From an optimization exercise on the open Yosys and OpenROAD flow, aimed at small area, a short achievable clock period and few clock cycles per item; shortcuts taken in it are not production practice.
Power is estimated from default activity; no workload was simulated.

## raven
Design systolic_dct_1d_param, start of the top module:
module systolic_dct_1d_param #(
    parameter int N         = 8,
    parameter int DATA_W    = 16,
    parameter int COEF_W    = 16,
    parameter int FRAC_BITS = 14,
    parameter int ACC_W     = DATA_W + COEF_W + $clog2(N),
    parameter int OUT_W     = 32
) (
    input  logic                      clk,
    input  logic                      rst,
    input  logic signed [DATA_W-1:0]  in_data,
    input  logic                      in_valid,
    output logic                      in_ready,
    input  logic                      coef_we,
    input  logic [$clog2(N*N)-1:0]    coef_addr,
    input  logic signed [COEF_W-1:0]  coef_wdata,
    output logic [N*OUT_W-1:0]        out_data,
    output logic                      out_valid,
    input  logic                      out_ready,
    output logic                      done,
    output logic                      busy
);
    localparam int AW = 35;                  
    localparam int YW = AW - FRAC_BITS;      
    localparam logic [AW-1:0] INIT = 35'h555582000;
    logic [2:0]          cnt;
    logic                accept;
    logic                v1;
    logic [2:0]          n1;
    logic [7:0]          n1oh;
    logic [15:0]         x1;
    logic                vb;
    logic [2:0]          nb;
    logic [7:0]          nboh;
    logic [15:0]         xb;
    logic                rst_r, wq_v;
    logic [5:0]          wq_a;
    logic [15:0]         wq_d;
    logic [10:0]         ys    [8];
    logic [10:0]         ys_nx [8];
    logic                v2, last2;
    logic [3:0]          first2;      
    logic [3:0]          b_first;
    logic [3:0][7:0]     one2;
    logic [3:0][7:0]     two2;
    logic [3:0][7:0]     neg2;
    logic [15:0]         cr   [8];
    logic [AW-1:0]       acc_s [8];
    logic [AW-1:0]       acc_c [8];
  ...
Size: about 10000 cells after synthesis, about 2200 flip-flops, about 130000 um^2 of cells after synthesis.
==> module systolic_dct_1d_param, before the edit <==
module systolic_dct_1d_param #(
    parameter int N         = 8,
    parameter int DATA_W    = 16,
    parameter int COEF_W    = 16,
    parameter int FRAC_BITS = 14,
    parameter int ACC_W     = DATA_W + COEF_W + $clog2(N),
    parameter int OUT_W     = 32
) (
    input  logic                      clk,
    input  logic                      rst,
    input  logic signed [DATA_W-1:0]  in_data,
    input  logic                      in_valid,
    output logic                      in_ready,
    input  logic                      coef_we,
    input  logic [$clog2(N*N)-1:0]    coef_addr,
    input  logic signed [COEF_W-1:0]  coef_wdata,
    output logic [N*OUT_W-1:0]        out_data,
    output logic                      out_valid,
    input  logic                      out_ready,
    output logic                      done,
    output logic                      busy
);
    localparam int AW = 35;                  
    localparam int YW = AW - FRAC_BITS;      
    localparam logic [AW-1:0] INIT = 35'h555582000;
    logic [2:0]          cnt;
    logic                accept;
    logic                v1;
    logic [2:0]          n1;
    logic [7:0]          n1oh;
    logic [15:0]         x1;
    logic                vb;
    logic [2:0]          nb;
    logic [7:0]          nboh;
    logic [15:0]         xb;
    logic                rst_r, wq_v;
    logic [5:0]          wq_a;
    logic [15:0]         wq_d;
    logic [10:0]         ys    [8];
    logic [10:0]         ys_nx [8];
    logic                v2, last2;
    logic [3:0]          first2;      
    logic [3:0]          b_first;
    logic [3:0][7:0]     one2;
    logic [3:0][7:0]     two2;
    logic [3:0][7:0]     neg2;
    logic [15:0]         cr   [8];
    logic [AW-1:0]       acc_s [8];
    logic [AW-1:0]       acc_c [8];
    logic [AW-1:0]       as_in [8];
    logic [AW-1:0]       ac_in [8];
    logic [AW-1:0]       s_nx  [8];
    logic [AW-1:0]       c_nx  [8];
    logic [YW-1:0]       y     [8];
    logic [YW-1:0]       y_nx  [8];
    logic                full_acc, transfer;
    logic [15:0]         coef [64];
    logic [63:0]         wen;
    logic [15:0]         wdata_q;
    logic [3:0][7:0]     b_one;
    logic [3:0][7:0]     b_two;
    logic [3:0][7:0]     b_neg;
    logic [2:0] cnt_nx;
    logic       full_nx, ov_nx, last1_nx, infl_nx;
    assign accept   = in_valid && in_ready;
    assign transfer = full_acc && !out_valid;
    always_comb begin
        cnt_nx   = accept ? cnt + 3'd1 : cnt;
        last1_nx = accept && cnt == 3'd7;
        full_nx  = last2 || (full_acc && !transfer);
        ov_nx    = transfer || (out_valid && !out_ready);
        infl_nx  = last1_nx || (v1 && n1 == 3'd7) || (vb && nb == 3'd7) || full_nx;
    end
    always_ff @(posedge clk) begin
        if (rst) begin
            cnt      <= '0;
            v1       <= 1'b0;
            vb       <= 1'b0;
            v2       <= 1'b0;
            first2   <= '0;
            last2    <= 1'b0;
            full_acc <= 1'b0;
            out_valid <= 1'b0;
            done     <= 1'b0;
            busy     <= 1'b0;
            in_ready <= 1'b1;
        end else begin
            cnt      <= cnt_nx;
            v1       <= accept;
            vb       <= v1;
            v2       <= vb;
            first2   <= b_first;
            last2    <= vb && nb == 3'd7;
            full_acc <= full_nx;
            done     <= transfer;
            out_valid <= ov_nx;
            busy     <= (cnt_nx != 3'd0) || infl_nx;
            in_ready <= (cnt_nx != 3'd0) || !ov_nx || !infl_nx;
        end
    end
    for (genvar g = 0; g < 4; g++) begin : g_enc
        dct_booth_enc u_enc (.x(xb), .v(vb), .n(nb), .one(b_one[g]), .two(b_two[g]), .neg(b_neg[g]),
                             .first(b_first[g]));
    end
    always_ff @(posedge clk) begin
        x1   <= in_data;
        n1   <= cnt;
        for (int n = 0; n < 8; n++) n1oh[n] <= (cnt == 3'(n));
        xb   <= x1;
        nb   <= n1;
        nboh <= n1oh;
        one2 <= b_one;
        two2 <= b_two;
        neg2 <= b_neg;
        for (int k = 0; k < 8; k++) begin
            cr[k] <= '0;
            for (int n = 0; n < 8; n++) if (nboh[n]) cr[k] <= coef[k*8 + n];
        end
    end
    always_ff @(posedge clk) begin
        rst_r <= rst;
        wq_v  <= !rst && coef_we && !busy;
        wq_a  <= coef_addr;
        wq_d  <= coef_wdata;
    end
    assign wdata_q = wq_d & {16{~rst_r}};
    always_comb begin
        for (int i = 0; i < 64; i++) wen[i] = rst_r || (wq_v && wq_a == 6'(i));
    end
    always_ff @(posedge clk) begin
        for (int i = 0; i < 64; i++) if (wen[i]) coef[i] <= wdata_q;
    end
    for (genvar k = 0; k < 8; k++) begin : g_mac
        assign as_in[k] = first2[k/2] ? INIT : acc_s[k];
        assign ac_in[k] = first2[k/2] ? '0 : acc_c[k];
        dct_mac_tree u_tree (
            .c(cr[k]), .one(one2[k/2]), .two(two2[k/2]), .neg(neg2[k/2]), .val(v2),
            .as_i(as_in[k]), .ac_i(ac_in[k]), .s_o(s_nx[k]), .c_o(c_nx[k])
        );
        always_ff @(posedge clk) begin
            acc_s[k] <= s_nx[k];
            acc_c[k] <= c_nx[k];
        end
        dct_cpa u_cpa (.a(acc_s[k]), .b(acc_c[k]), .y(y_nx[k]), .ys(ys_nx[k]));
        always_ff @(posedge clk) begin
            if (transfer) begin
                y[k]  <= y_nx[k];
                ys[k] <= ys_nx[k];
            end
        end
        assign out_data[k*OUT_W +: OUT_W] = {ys[k], y[k]};
    end
endmodule
==> module dct_booth_enc, before the edit <==
module dct_booth_enc (
    input  logic [15:0] x,
    input  logic        v,
    input  logic [2:0]  n,
    output logic [7:0]  one,
    output logic [7:0]  two,
    output logic [7:0]  neg,
    output logic        first
);
    assign first = v & (n == 3'd0);
    logic [16:0] xe;
    assign xe = {x, 1'b0};
    for (genvar j = 0; j < 8; j++) begin : g_d
        assign one[j] = v & (xe[2*j+1] ^ xe[2*j]);
        assign two[j] = v & ((xe[2*j+2] & ~xe[2*j+1] & ~xe[2*j]) | (~xe[2*j+2] & xe[2*j+1] & xe[2*j]));
        assign neg[j] = v & xe[2*j+2] & ~(xe[2*j+1] & xe[2*j]);
    end
endmodule
Settings: LEC_CHECK=0, CAP_MARGIN=20, CORE_MARGIN=2, CORE_UTILIZATION=40, SLEW_MARGIN=20, SYNTH_HIERARCHICAL=1; clock period 10.0 ns.
standard.sh (not shown) runs the stock make flow with config.mk's settings and CLKGATE_MAP_FILE= SYNTH_SCRIPT=/design/flow/synth_recipe.tcl, a recipe that flattens the netlist after the stock synthesis.
==> flow/flow/run.sh <==
#!/bin/bash
# Layout flow: the standard flow (the standard.sh) with a larger setup repair margin and
# a clock tree built from larger sink clusters without dummy loads.
set -o pipefail
export SETUP_SLACK_MARGIN=6.5
export CTS_ARGS="-sink_clustering_enable -repair_clock_nets -sink_clustering_size 25 -sink_clustering_max_diameter 80 -dont_use_dummy_load"
bash standard.sh synth > synth.log 2>&1 || exit 1
bash standard.sh finish > finish.log 2>&1 || exit 1
raven completed end to end with timing, DRC and antenna clean.
Modified inputs, amber compared to raven
-- flow/design.v --
<<< raven, line 40
    logic [10:0]         ys_nx [8];
    logic                v2, last2;
    logic [3:0]          first2;      
    logic [3:0]          b_first;
    logic [3:0][7:0]     one2;
    logic [3:0][7:0]     two2;
>>> amber, line 40
    logic [10:0]         ys_nx [8];
    logic                v2, last2;
    logic [7:0]          first2;      
    logic [7:0]          b_first;
    logic [3:0][7:0]     one2;
    logic [3:0][7:0]     two2;
<<< raven, line 101
    for (genvar g = 0; g < 4; g++) begin : g_enc
        dct_booth_enc u_enc (.x(xb), .v(vb), .n(nb), .one(b_one[g]), .two(b_two[g]), .neg(b_neg[g]),
                             .first(b_first[g]));
    end
    always_ff @(posedge clk) begin
>>> amber, line 101
    for (genvar g = 0; g < 4; g++) begin : g_enc
        dct_booth_enc u_enc (.x(xb), .v(vb), .n(nb), .one(b_one[g]), .two(b_two[g]), .neg(b_neg[g]),
                             .first(b_first[2*g+1:2*g]));
    end
    always_ff @(posedge clk) begin
<<< raven, line 132
    end
    for (genvar k = 0; k < 8; k++) begin : g_mac
        assign as_in[k] = first2[k/2] ? INIT : acc_s[k];
        assign ac_in[k] = first2[k/2] ? '0 : acc_c[k];
        dct_mac_tree u_tree (
            .c(cr[k]), .one(one2[k/2]), .two(two2[k/2]), .neg(neg2[k/2]), .val(v2),
>>> amber, line 132
    end
    for (genvar k = 0; k < 8; k++) begin : g_mac
        assign as_in[k] = first2[k] ? INIT : acc_s[k];
        assign ac_in[k] = first2[k] ? '0 : acc_c[k];
        dct_mac_tree u_tree (
            .c(cr[k]), .one(one2[k/2]), .two(two2[k/2]), .neg(neg2[k/2]), .val(v2),
<<< raven, line 602
    output logic [7:0]  two,
    output logic [7:0]  neg,
    output logic        first
);
    assign first = v & (n == 3'd0);
    logic [16:0] xe;
    assign xe = {x, 1'b0};
>>> amber, line 602
    output logic [7:0]  two,
    output logic [7:0]  neg,
    output logic [1:0]  first
);
    assign first = {2{v & (n == 3'd0)}};
    logic [16:0] xe;
    assign xe = {x, 1'b0};
Reported for amber and raven, number of setup violations in the final report turned out identical to the last digit. Looking at amber and raven, the combined area of all synthesized cells is a wash. From raven to amber the numbers moved as follows: portion of the layout cell area used by non-clock buffers held; CTS buffer count increased about 0.66%; final cell count held steady; final weighted congestion in routability-driven placement moved down. Comparing amber with raven, the final area came out essentially unchanged. raven -> amber: sequential share of power flat. Status: area added between synthesis and finish parity (amber, raven). Adder-cell share of the synthesized area: raven vs amber, no meaningful difference. Fraction of synthesized cell area in xor and xnor cells of raven is on par with amber.
No run of this note included a check of the RTL's function; only the layout flow was run.

## port drivers added, routing unchanged
No port has a modelled driver above. Below, the same layouts with a new extraction and two added sets of constraints. Step 1 (the two cells are an assumption about what drives the block):
set clk [get_ports {clk}]
set_driving_cell -lib_cell sky130_fd_sc_hd__clkbuf_16 $clk
set_driving_cell -lib_cell sky130_fd_sc_hd__buf_2 [delete_from_list [all_inputs] $clk]
Step 2 moves the port delays by t, midway between the first and last clock arrival at a register: inputs arrive t later, outputs are due t later. That takes back most of the time a late clock gives input paths. Three values: no drivers, after step 1, after step 2; two values: the first two.
run	shift t [ns]	setup slack, ns	clock arrival spread, ns
raven	0.968	6.535 / 6.433 / 6.202	0.175 / 0.174
amber	0.941	6.347 / 6.249 / 6.288	0.138 / 0.138
After both steps every run listed still meets setup and hold. The setup slack of raven, which loses most, moves by -0.102 ns with the drivers and by -0.333 ns with both steps.
